From an optimization exercise on the open Yosys and OpenROAD flow, aimed at small area; shortcuts taken in it are not production practice. Where RTL was checked, it was by simulation tests only, not by an equivalence proof against the original. No driver is modelled on the clock port, so clocking that relies on it looks cheaper here than on a real chip.

==> flow/design.v (excerpt) <==
module pellet_tracker (
  input  logic        clk,
  input  logic        rst_n,
  input  logic        frame_tick,
  input  logic        level_start,
  input  logic [9:0]  pm_xpos,
  input  logic [9:0]  pm_ypos,
  output logic [9:0]  rom_addr,
  input  logic [1:0]  rom_pellet,
  output logic        busy,
  output logic        eat_pulse,
  output logic [15:0] score,
  output logic [9:0]  pellets_left,
  output logic        level_clear,
  output logic        power_active
);
Size in the first run: ~4500 cells after synthesis, about 45000 um^2 of cells after synthesis.
export LEC_CHECK = 0
export ABC_AREA = 1
export CAP_MARGIN = 5
export CORE_MARGIN = 2
export CORE_UTILIZATION = 65
export CTS_BUF_LIST = sky130_fd_sc_hd__clkbuf_16
export CTS_CLUSTER_DIAMETER = 60
export CTS_CLUSTER_SIZE = 30
export GPL_TIMING_DRIVEN = 0
export PLACE_DENSITY = 0.75
export SETUP_SLACK_MARGIN = 0.15
export SLEW_MARGIN = 5
export SYNTH_HIERARCHICAL = 1
create_clock -name core_clock -period 10.0 [get_ports {clk}]
standard.sh (not shown) runs the stock make flow with config.mk's settings and CLKGATE_MAP_FILE= SYNTH_SCRIPT=/design/flow/synth_recipe.tcl, a recipe that flattens the netlist after the stock synthesis.
==> flow/flow/run.sh <==
#!/bin/bash
set -euo pipefail
CTS="-sink_clustering_enable -repair_clock_nets -dont_use_dummy_load -sink_clustering_size 30 -sink_clustering_max_diameter 60 -buf_list sky130_fd_sc_hd__clkbuf_16"
bash standard.sh "CTS_ARGS=$CTS" "REMOVE_ABC_BUFFERS=1" "BUFFER_PORTS_ARGS=-buffer_cell sky130_fd_sc_hd__buf_2" finish > flow_make.log 2>&1
The baseline completed without violations.
Edit:
Settings changed: CAP_MARGIN 5 to 20, SLEW_MARGIN 5 to 20.
Worst hold slack improved by 25 ps.
Non-clock buffer count rises by 6.
Final area barely changes.
Fmax rises by 1.3%.
Synthesized area is unchanged.
Global-route usage rises by 0.16 points.
Via count barely changes.
Synthesized cell count stays the same.
Die area does not change.
Function was not checked in any run of this note: the RTL went through the layout flow alone.

---

== run 1 ==
Another version of the RTL of pellet_tracker (not shown whole).
Size in the first run: ~66 I/O pins, ~45000 um^2 of cells after synthesis.
Design pellet_tracker, start of the top module:
module pellet_tracker (
  input  logic        clk,
  input  logic        rst_n,
  input  logic        frame_tick,
  input  logic        level_start,
  input  logic [9:0]  pm_xpos,
  input  logic [9:0]  pm_ypos,
  output logic [9:0]  rom_addr,
  input  logic [1:0]  rom_pellet,
  output logic        busy,
  output logic        eat_pulse,
  output logic [15:0] score,
  output logic [9:0]  pellets_left,
  output logic        level_clear,
  output logic        power_active
);
  pacman_pkg::state_t state;
  logic [3:0] trip;       
  logic [2:0] grp;        
  logic [2:0] pos;        
  logic [1:0] when;       
  logic [1:0] ph;         
  logic [6:0] acc;        
  function automatic logic [9:0] unpack3(input logic [7:0] v);
    case (v)
      8'd0: unpack3 = 10'b0000000000;
      8'd1: unpack3 = 10'b0000000001;
      8'd2: unpack3 = 10'b0000000010;
      8'd3: unpack3 = 10'b0000000100;
      8'd4: unpack3 = 10'b0000000101;
      8'd5: unpack3 = 10'b0000000110;
      8'd6: unpack3 = 10'b0000001000;
      8'd7: unpack3 = 10'b0000001001;
      8'd8: unpack3 = 10'b0000001010;
      8'd9: unpack3 = 10'b0000010000;
      8'd10: unpack3 = 10'b0000010001;
      8'd11: unpack3 = 10'b0000010010;
      8'd12: unpack3 = 10'b0000010100;
      8'd13: unpack3 = 10'b0000010101;
      8'd14: unpack3 = 10'b0000010110;
      8'd15: unpack3 = 10'b0000011000;
      8'd16: unpack3 = 10'b0000011001;
      8'd17: unpack3 = 10'b0000011010;
      8'd18: unpack3 = 10'b0000100000;
      8'd19: unpack3 = 10'b0000100001;
  ...
Settings: LEC_CHECK=0, ABC_AREA=1, CAP_MARGIN=20, CORE_MARGIN=2, CORE_UTILIZATION=65, CTS_BUF_LIST=sky130_fd_sc_hd__clkbuf_16, CTS_CLUSTER_DIAMETER=60, CTS_CLUSTER_SIZE=30, GPL_TIMING_DRIVEN=0, PLACE_DENSITY=0.75, SETUP_SLACK_MARGIN=0.15, SLEW_MARGIN=20, SYNTH_HIERARCHICAL=1; clock period 10.0 ns.
==> flow/flow/run.sh <==
#!/bin/bash
set -euo pipefail
CTS="-sink_clustering_enable -repair_clock_nets -dont_use_dummy_load -sink_clustering_size 30 -sink_clustering_max_diameter 60 -buf_list sky130_fd_sc_hd__clkbuf_16"
bash standard.sh "CTS_ARGS=$CTS" finish > flow_make.log 2>&1
Run 1: done, clean on timing, DRC and antenna
Inputs modified between run 1 and run 2:
==> flow/run.sh (new file) <==
#!/bin/bash
# synth_recipe.tcl (not shown) runs the flow's synth.tcl, then flattens the netlist and writes it again
# the make line also repeats each setting of config.mk as NAME=value (left out here)
make -C /OpenROAD-flow-scripts/flow DESIGN_CONFIG=/design/flow/config.mk WORK_HOME=/design/flow/orfs CLKGATE_MAP_FILE= SYNTH_SCRIPT=/design/flow/synth_recipe.tcl finish
removed: flow/flow/run.sh
removed: flow/standard.sh
--- outcome ---
For the arrival time at the worst endpoint, run 2 came in 20 ps lower than run 1 did.
Flip-flop and latch count essentially unchanged between run 1 and run 2.
Function was not checked in any run of this note: the RTL went through the layout flow alone.

---

== exp/cedar ==
Another version of the RTL of pellet_tracker (not shown whole).
Size: roughly 4400 cells after synthesis, about 1500 flip-flops, about 44000 µm² of cells after synthesis.
## pellet_tracker
module pellet_tracker (
  input  logic        clk,
  input  logic        rst_n,
  input  logic        frame_tick,
  input  logic        level_start,
  input  logic [9:0]  pm_xpos,
  input  logic [9:0]  pm_ypos,
  output logic [9:0]  rom_addr,
  input  logic [1:0]  rom_pellet,
  output logic        busy,
  output logic        eat_pulse,
  output logic [15:0] score,
  output logic [9:0]  pellets_left,
  output logic        level_clear,
  output logic        power_active
);
clock: 10.0 ns
lec_check: 0
abc_area: 1
cap_margin: 20
core_margin: 2
core_utilization: 65
cts_buf_list: sky130_fd_sc_hd__clkbuf_16
cts_cluster_diameter: 60
cts_cluster_size: 30
gpl_timing_driven: 0
place_density: 0.75
setup_slack_margin: 0.15
slew_margin: 20
synth_hierarchical: 1
==> flow/flow/run.sh <==
#!/bin/bash
set -euo pipefail
CTS="-sink_clustering_enable -repair_clock_nets -dont_use_dummy_load -sink_clustering_size 30 -sink_clustering_max_diameter 90 -buf_list sky130_fd_sc_hd__clkbuf_16"
bash standard.sh "CTS_ARGS=$CTS" "REMOVE_ABC_BUFFERS=1" "BUFFER_PORTS_ARGS=-buffer_cell sky130_fd_sc_hd__buf_2" finish > flow_make.log 2>&1
--- input diff exp/cedar..exp/juniper ---
==> flow/flow/run.sh <==
#!/bin/bash
set -euo pipefail
CTS="-sink_clustering_enable -repair_clock_nets -dont_use_dummy_load -sink_clustering_size 30 -sink_clustering_max_diameter 60 -buf_list sky130_fd_sc_hd__clkbuf_16"
bash standard.sh "CTS_ARGS=$CTS" "REMOVE_ABC_BUFFERS=1" "BUFFER_PORTS_ARGS=-buffer_cell sky130_fd_sc_hd__buf_2" finish > flow_make.log 2>&1
--- outcome ---
Via count for exp/juniper: 396 up relative to exp/cedar
The met1 demand-to-capacity share in global routing of exp/juniper and that of exp/cedar are within noise of each other.
Re level count of the clock H-tree: exp/cedar was lower than exp/juniper.
Between exp/cedar and exp/juniper, the ratio of cells with drive above 1 in the final layout is lower for exp/cedar.
Re final-report max-slew violation count: no difference whatsoever between exp/juniper and exp/cedar.
Going from exp/cedar to exp/juniper, global-route usage grows by 0.26 points.
Setup WNS exp/cedar -> exp/juniper: better
Going from exp/cedar to exp/juniper, the count of clock-buffer cells in the layout was found to have gone up by 13.
exp/cedar finished end to end and its layout was clean on timing, DRC and antenna.
exp/juniper | stages: all done | timing, DRC, antenna: all pass
Number of non-clock buffers in the layout went up by more than 10% going from exp/cedar to exp/juniper.
Function was not checked in any run of this note: the RTL went through the layout flow alone.

---

Another version of the RTL of pellet_tracker (not shown whole).
Size in the first run: roughly 4500 cells after synthesis, roughly 1500 flip-flops.
Settings: LEC_CHECK=0, ABC_AREA=1, CAP_MARGIN=20, CORE_MARGIN=2, CORE_UTILIZATION=65, CTS_BUF_LIST=sky130_fd_sc_hd__clkbuf_16, CTS_CLUSTER_DIAMETER=60, CTS_CLUSTER_SIZE=30, GPL_TIMING_DRIVEN=0, PLACE_DENSITY=0.75, SETUP_SLACK_MARGIN=0.15, SLEW_MARGIN=20, SYNTH_HIERARCHICAL=1; clock period 10.0 ns.
==> flow/flow/run.sh <==
#!/bin/bash
set -euo pipefail
CTS="-sink_clustering_enable -repair_clock_nets -dont_use_dummy_load -sink_clustering_size 30 -sink_clustering_max_diameter 90 -buf_list sky130_fd_sc_hd__clkbuf_16"
bash standard.sh "CTS_ARGS=$CTS" "REMOVE_ABC_BUFFERS=1" "BUFFER_PORTS_ARGS=-buffer_cell sky130_fd_sc_hd__buf_2" finish > flow_make.log 2>&1
Next try:
==> flow/flow/run.sh (replaced) <==
#!/bin/bash
set -euo pipefail
CTS="-sink_clustering_enable -repair_clock_nets -dont_use_dummy_load -sink_clustering_size 30 -sink_clustering_max_diameter 60 -buf_list sky130_fd_sc_hd__clkbuf_16"
bash standard.sh "CTS_ARGS=$CTS" "REMOVE_ABC_BUFFERS=1" "BUFFER_PORTS_ARGS=-buffer_cell sky130_fd_sc_hd__buf_2" finish > flow_make.log 2>&1
Outcome: Cell area went up by 0.48%. Wire length went up by 0.62%. Clock-buffer cell count went up by 11. Worst setup slack is better by 0.0070 ns. Sequential cell count is unchanged. Core utilization went up by 0.34 points. Die area does not change. Non-clock buffer count went down by 6.
Next try:
==> flow/flow/run.sh (replaced) <==
#!/bin/bash
set -euo pipefail
CTS="-sink_clustering_enable -repair_clock_nets -dont_use_dummy_load -sink_clustering_size 30 -sink_clustering_max_diameter 60 -buf_list sky130_fd_sc_hd__clkbuf_16"
bash standard.sh "CTS_ARGS=$CTS" finish > flow_make.log 2>&1
After rerunning: Final cell count increases by 4.3%; via count increases by 2.9%; critical path depth decreases by 1; area after synthesis stays the same; design area increases by 0.72%; first-iteration DRC count decreases by 3.2%; die area does not change; core utilization increases by 0.51 points.

re-timing with driven ports:
Ports are ideal in the flow. The routed layouts listed here were re-timed in OpenROAD.
Step 1: set_driving_cell puts a clkbuf_16 on clk and a buf_2 on each other input, an assumption about the parent block.
Step 2, shift: input delay + t, output delay - t, t = (earliest + latest rising clock arrival at the registers) / 2. This alone moves slack from input paths to output paths.
Slacks: ideal / step 1 / step 2; pairs: ideal / step 1.
run | t, ns | slack for setup (ns) | worst hold slack (ns) | worst register clock-pin slew, ns
the first run of note 1 | 0.664 | 0.734 / 0.745 / 0.081 | 0.263 / 0.263 / 0.263 | 0.11 / 0.11
the second run of note 1 | 0.659 | 0.851 / 0.867 / 0.207 | 0.289 / 0.289 / 0.289 | 0.11 / 0.11
run 1 | 0.669 | 0.721 / 0.756 / 0.087 | 0.292 / 0.292 / 0.292 | 0.11 / 0.11
run 2 | 0.712 | 0.777 / 0.818 / 0.106 | 0.310 / 0.310 / 0.310 | 0.11 / 0.11
exp/cedar | 0.687 | 0.514 / 0.542 / -0.145 | 0.307 / 0.307 / 0.307 | 0.11 / 0.11
exp/juniper | 0.677 | 0.604 / 0.647 / -0.030 | 0.253 / 0.253 / 0.253 | 0.11 / 0.11
the first run of note 4 | 0.691 | 0.712 / 0.755 / 0.064 | 0.280 / 0.280 / 0.280 | 0.11 / 0.11
the second run of note 4 | 0.650 | 0.719 / 0.751 / 0.101 | 0.192 / 0.192 / 0.192 | 0.11 / 0.11
the third run of note 4 | 0.677 | 0.693 / 0.713 / 0.036 | 0.271 / 0.271 / 0.271 | 0.11 / 0.11
With both steps, setup timing fails in exp/cedar and exp/juniper, where it was met with ideal ports. For run 2, which loses most, drivers alone change the setup slack by +0.041 ns; drivers and shift together by -0.671 ns.
